This is an optimization exercise on Yosys and OpenROAD, whose aim is small area, a short achievable clock period and few clock cycles per item, not a production implementation. Only simulation tests tie the RTL to the original design; equivalence was not proved.

// murmur2_hash_bucket_select
module murmur2_hash_bucket_select (
  input  logic        clk,
  input  logic        rst_n,
  input  logic        in_valid,
  output logic        in_stall,
  input  logic [31:0] in_data_word,
  input  logic [2:0]  in_valid_bytes,
  input  logic        in_last_word,
  input  logic [7:0]  in_key_length,
  output logic        out_valid,
  input  logic        out_stall,
  output logic [3:0]  out_bucket,
  output logic [31:0] out_hash_value,
  input  logic        cfg_valid,
  output logic        cfg_ready,
  input  logic        cfg_index,
  input  logic [31:0] cfg_data
);
Size: roughly 3,400 cells after synthesis, about 360 flip-flops, ~120 I/O pins, ~0.040 mm² of cells after synthesis.
clock: 9.0 ns
lec_check: 0
cap_margin: 20
core_margin: 2
core_utilization: 60
setup_slack_margin: 3.25
slew_margin: 20
synth_hierarchical: 1
synth_minimum_keep_size: 0
run.sh (not shown) runs the stock make flow with config.mk's settings and CLKGATE_MAP_FILE= SYNTH_SCRIPT=/design/flow/synth_recipe.tcl, a recipe that flattens the netlist after the stock synthesis.
Testbench counts at the start, summed over its fixed seeds: cycles 19,770, keys 3,000.
Change:
SETUP_SLACK_MARGIN = 3   (was 3.25)
After rerunning: The changed run completed without violations. Sequential share of layout area climbs by 0.69 points. Register-to-register slack loses 0.02 ns. Design area drops by 3.0%. Critical path depth is unchanged. Global-route usage drops by 1.0 points. Setup slack loses 0.022 ns. Flip-flop and latch count is unchanged. Die area does not change.

murmur2_hash_bucket_select, a different RTL version from the one above (not shown whole).
Size in the first run: about 3300 cells after synthesis, about 410 flip-flops, roughly 120 I/O pins, ~41000 um^2 of cells after synthesis.
clock: 9.0 ns
lec_check: 0
cap_margin: 10
core_margin: 2
core_utilization: 70
place_density: 0.75
setup_slack_margin: 3
slew_margin: 10
synth_hierarchical: 1
synth_minimum_keep_size: 0
The baseline finished clean.
Testbench counts at the start, summed over its fixed seeds: cycles 19,780, keys 3,000.
Then changed:
CAP_MARGIN = 20   (was 10)
CORE_UTILIZATION = 40   (was 70)
PLACE_DENSITY = unset   (was 0.75)
SLEW_MARGIN = 20   (was 10)
The changed run passed the timing, design-rule and antenna checks. Routed wire length falls by 6.7%. Synthesized cell count is unchanged. Area after synthesis does not change. Maximum frequency grows by 1.1%. Worst setup slack improves by 63 ps.
Then changed:
CORE_UTILIZATION = 60   (was 40)
SETUP_SLACK_MARGIN = 2.5   (was 3)
Effect:
- final area decreases by 5.3%
- clock skew barely changes
- worst hold slack loses 7.4 ps
- first-iteration DRC count goes up by 4.1%
- setup slack gets worse by 320 ps
- core utilization goes up by 19 points
- die area went down by 33%
Then changed:
SETUP_SLACK_MARGIN = 3.5   (was 2.5)
The new run completed without violations.
Via count goes up by 7.4%.
Design area goes up by 11%.

## rev 12
murmur2_hash_bucket_select, a different RTL version from the one above (not shown whole).
For scale: about 360 flip-flops, ~39,000 sq um of cells after synthesis.
make LEC_CHECK=0 CAP_MARGIN=20 CORE_MARGIN=2 CORE_UTILIZATION=60 SETUP_SLACK_MARGIN=2.75 SLEW_MARGIN=20 SYNTH_HIERARCHICAL=1 SYNTH_MINIMUM_KEEP_SIZE=0 finish   # period 9.0 ns
Having completed the whole flow, rev 12 delivered a layout that passed the timing, design-rule and antenna checks.
Testbench counts of rev 12, summed over its fixed seeds: cycles 19,770, keys 3,000.
What rev 13 does differently from rev 12 at the input level:
- SETUP_SLACK_MARGIN changed from 2.75 to 3
Findings:
Looking at the reports, rev 13 completed the entire flow and the layout it produced met the timing, design-rule and antenna checks. ~same post-CTS clock slew at the launch and capture registers of the worst setup and hold paths in rev 12 and rev 13. As far as fraction of the mapped netlist area in adder cells goes, rev 12 and rev 13 are indistinguishable; the numbers are identical. Between rev 12 and rev 13, the difference in worst hold slack is negligible. In rev 13 relative to rev 12, routed metal-1 wire length had gone up slightly. Re number of resized instances in the post-cts repair step: rev 13 is 21 up on rev 12. Any difference in post-placement cell area between rev 13 and rev 12 is small enough to ignore.

Another version of the RTL of murmur2_hash_bucket_select (not shown whole).
Size: roughly 3300 cells after synthesis, ~120 I/O pins.
clock: 9.0 ns
lec_check: 0
cap_margin: 20
core_margin: 2
core_utilization: 70
place_density: 0.72
setup_slack_margin: 3.1
slew_margin: 20
synth_hierarchical: 1
synth_minimum_keep_size: 0
Testbench counts at the start, summed over its fixed seeds: cycles 19,770, keys 3,000.
Next try:
CORE_UTILIZATION = 60   (was 70)
PLACE_DENSITY = 0.6   (was 0.72)
=> The changed run completed without violations; cell count increases by about 3%; worst setup slack gains 0.057 ns; cell area hardly moves; register-to-register slack improves by 0.06 ns; maximum frequency grows by 1.0%; routed wire length went down by 0.40%; via count decreases by about 3.2%; critical path depth stays the same; utilization is lower by 11 points.
Next try:
CTS_BUF_LIST = sky130_fd_sc_hd__clkbuf_4 sky130_fd_sc_hd__clkbuf_8   (was not set)
Count of clock-buffer cells in the layout went up by 35.
Wire length hardly moves.
Synthesized area stays the same.
Final area is about the same.
Hold slack degrades by 0.038 ns.
Fmax goes down by about 0.6%.
Cell count went up by about 1.1%.
Non-clock buffer count goes up by 3.
Register-to-register slack improves by 0.02 ns.
Next try:
CTS_BUF_LIST = not set   (was sky130_fd_sc_hd__clkbuf_4 sky130_fd_sc_hd__clkbuf_8)
SETUP_SLACK_MARGIN = 3.35   (was 3.1)
Die area is unchanged.
Count of clock-buffer cells in the layout went down by 43.
Final cell count went up by 0.96%.
Global-route usage went up by 0.17 points.
Via count went up by 1.5%.
Synthesized area stays the same.
Non-clock buffer count went up by 89.
First-iteration DRC count went up by about 7%.

== the previous run ==
murmur2_hash_bucket_select, a different RTL version from the one above (not shown whole).
Size in the first run: roughly 390 flip-flops, about 120 I/O pins, roughly 40000 sq um of cells after synthesis.
==> flow/design.v (excerpt) <==
module murmur2_hash_bucket_select (
  input  logic        clk,
  input  logic        rst_n,
  input  logic        in_valid,
  output logic        in_stall,
  input  logic [31:0] in_data_word,
  input  logic [2:0]  in_valid_bytes,
  input  logic        in_last_word,
  input  logic [7:0]  in_key_length,
  output logic        out_valid,
  input  logic        out_stall,
  output logic [3:0]  out_bucket,
  output logic [31:0] out_hash_value,
  input  logic        cfg_valid,
  output logic        cfg_ready,
  input  logic        cfg_index,
  input  logic [31:0] cfg_data
);
export LEC_CHECK = 0
export CAP_MARGIN = 20
export CORE_MARGIN = 2
export CORE_UTILIZATION = 60
export SETUP_SLACK_MARGIN = 3.4
export SLEW_MARGIN = 20
export SYNTH_HIERARCHICAL = 1
export SYNTH_MINIMUM_KEEP_SIZE = 0
create_clock -name core_clock -period 9.0 [get_ports {clk}]
Testbench counts of the previous run, summed over its fixed seeds: cycles 19,770, keys 3,000.
Changes in the current run relative to the previous run:
# the previous run
export LEC_CHECK = 0
export CAP_MARGIN = 20
export CORE_MARGIN = 2
export CORE_UTILIZATION = 60
export SETUP_SLACK_MARGIN = 3.4
export SLEW_MARGIN = 20
export SYNTH_HIERARCHICAL = 1
export SYNTH_MINIMUM_KEEP_SIZE = 0
create_clock -name core_clock -period 9.0 [get_ports {clk}]
# the current run
export LEC_CHECK = 0
export CAP_MARGIN = 20
export CORE_MARGIN = 2
export CORE_UTILIZATION = 60
export SETUP_SLACK_MARGIN = 3
export SLEW_MARGIN = 20
export SYNTH_HIERARCHICAL = 1
export SYNTH_MINIMUM_KEEP_SIZE = 0
create_clock -name core_clock -period 9.0 [get_ports {clk}]
Findings:
Row first-pass GRT wire length: the current run lower / the previous run higher. Row critical path depth: the current run higher / the previous run lower. On wire length on met3: between the current run and the previous run, it ends up lower for the previous run. met4 as the top metal layer carrying routed signals was reported by the previous run, and met5 by the current run.

port drivers added, routing unchanged:
The flow's constraints put no driver on any port. The routed layouts listed below were extracted and timed again, unchanged, in two steps. Step 1: set_driving_cell puts a clkbuf_16 on clk and a buf_2 on each other input, an assumption about the parent block. Step 2 adds t to the input delays and takes it off the output delays; t is the mean of the earliest and latest rising clock arrival at the registers after step 1. Input paths then give back, and output paths get back, about the clock's delay inside the block. a / b / c = ideal ports / drivers / drivers and shift; a / b = the first two.
run	t (ns)	setup WS [ns]	hold slack, ns	clock arrival spread, ns	slew at the worst register clock pin (ns)
the first run of note 1	0.655	3.149 / 3.149 / 3.149	0.420 / 0.420 / 0.420	0.043 / 0.043	0.07 / 0.07
the second run of note 1	0.657	3.128 / 3.128 / 3.128	0.415 / 0.415 / 0.415	0.034 / 0.034	0.08 / 0.08
the first run of note 2	0.645	3.013 / 3.013 / 3.013	0.392 / 0.392 / 0.392	0.045 / 0.045	0.07 / 0.07
the second run of note 2	0.677	3.076 / 3.076 / 3.076	0.413 / 0.413 / 0.413	0.035 / 0.035	0.07 / 0.07
the third run of note 2	0.652	2.756 / 2.756 / 2.756	0.405 / 0.405 / 0.405	0.035 / 0.034	0.07 / 0.07
the fourth run of note 2	0.663	3.271 / 3.271 / 3.271	0.416 / 0.416 / 0.416	0.036 / 0.036	0.07 / 0.07
rev 12	0.647	2.925 / 2.925 / 2.925	0.412 / 0.412 / 0.412	0.022 / 0.022	0.07 / 0.07
rev 13	0.645	3.104 / 3.104 / 3.104	0.412 / 0.412 / 0.412	0.039 / 0.039	0.08 / 0.08
the first run of note 4	0.650	3.243 / 3.243 / 3.243	0.419 / 0.419 / 0.419	0.046 / 0.046	0.07 / 0.07
the second run of note 4	0.661	3.300 / 3.300 / 3.300	0.420 / 0.420 / 0.420	0.033 / 0.033	0.07 / 0.07
the third run of note 4	0.736	3.267 / 3.242 / 3.242	0.382 / 0.382 / 0.382	0.057 / 0.057	0.07 / 0.07
the fourth run of note 4	0.655	3.471 / 3.471 / 3.471	0.396 / 0.396 / 0.396	0.030 / 0.030	0.07 / 0.07
the previous run	0.659	3.427 / 3.427 / 3.427	0.417 / 0.417 / 0.417	0.028 / 0.028	0.07 / 0.07
the current run	0.663	3.213 / 3.207 / 3.207	0.417 / 0.417 / 0.417	0.049 / 0.049	0.07 / 0.07
After both steps every run listed still meets setup and hold. For the third run of note 4, which loses most, drivers alone change the setup slack by -0.025 ns; drivers and shift together by -0.025 ns.
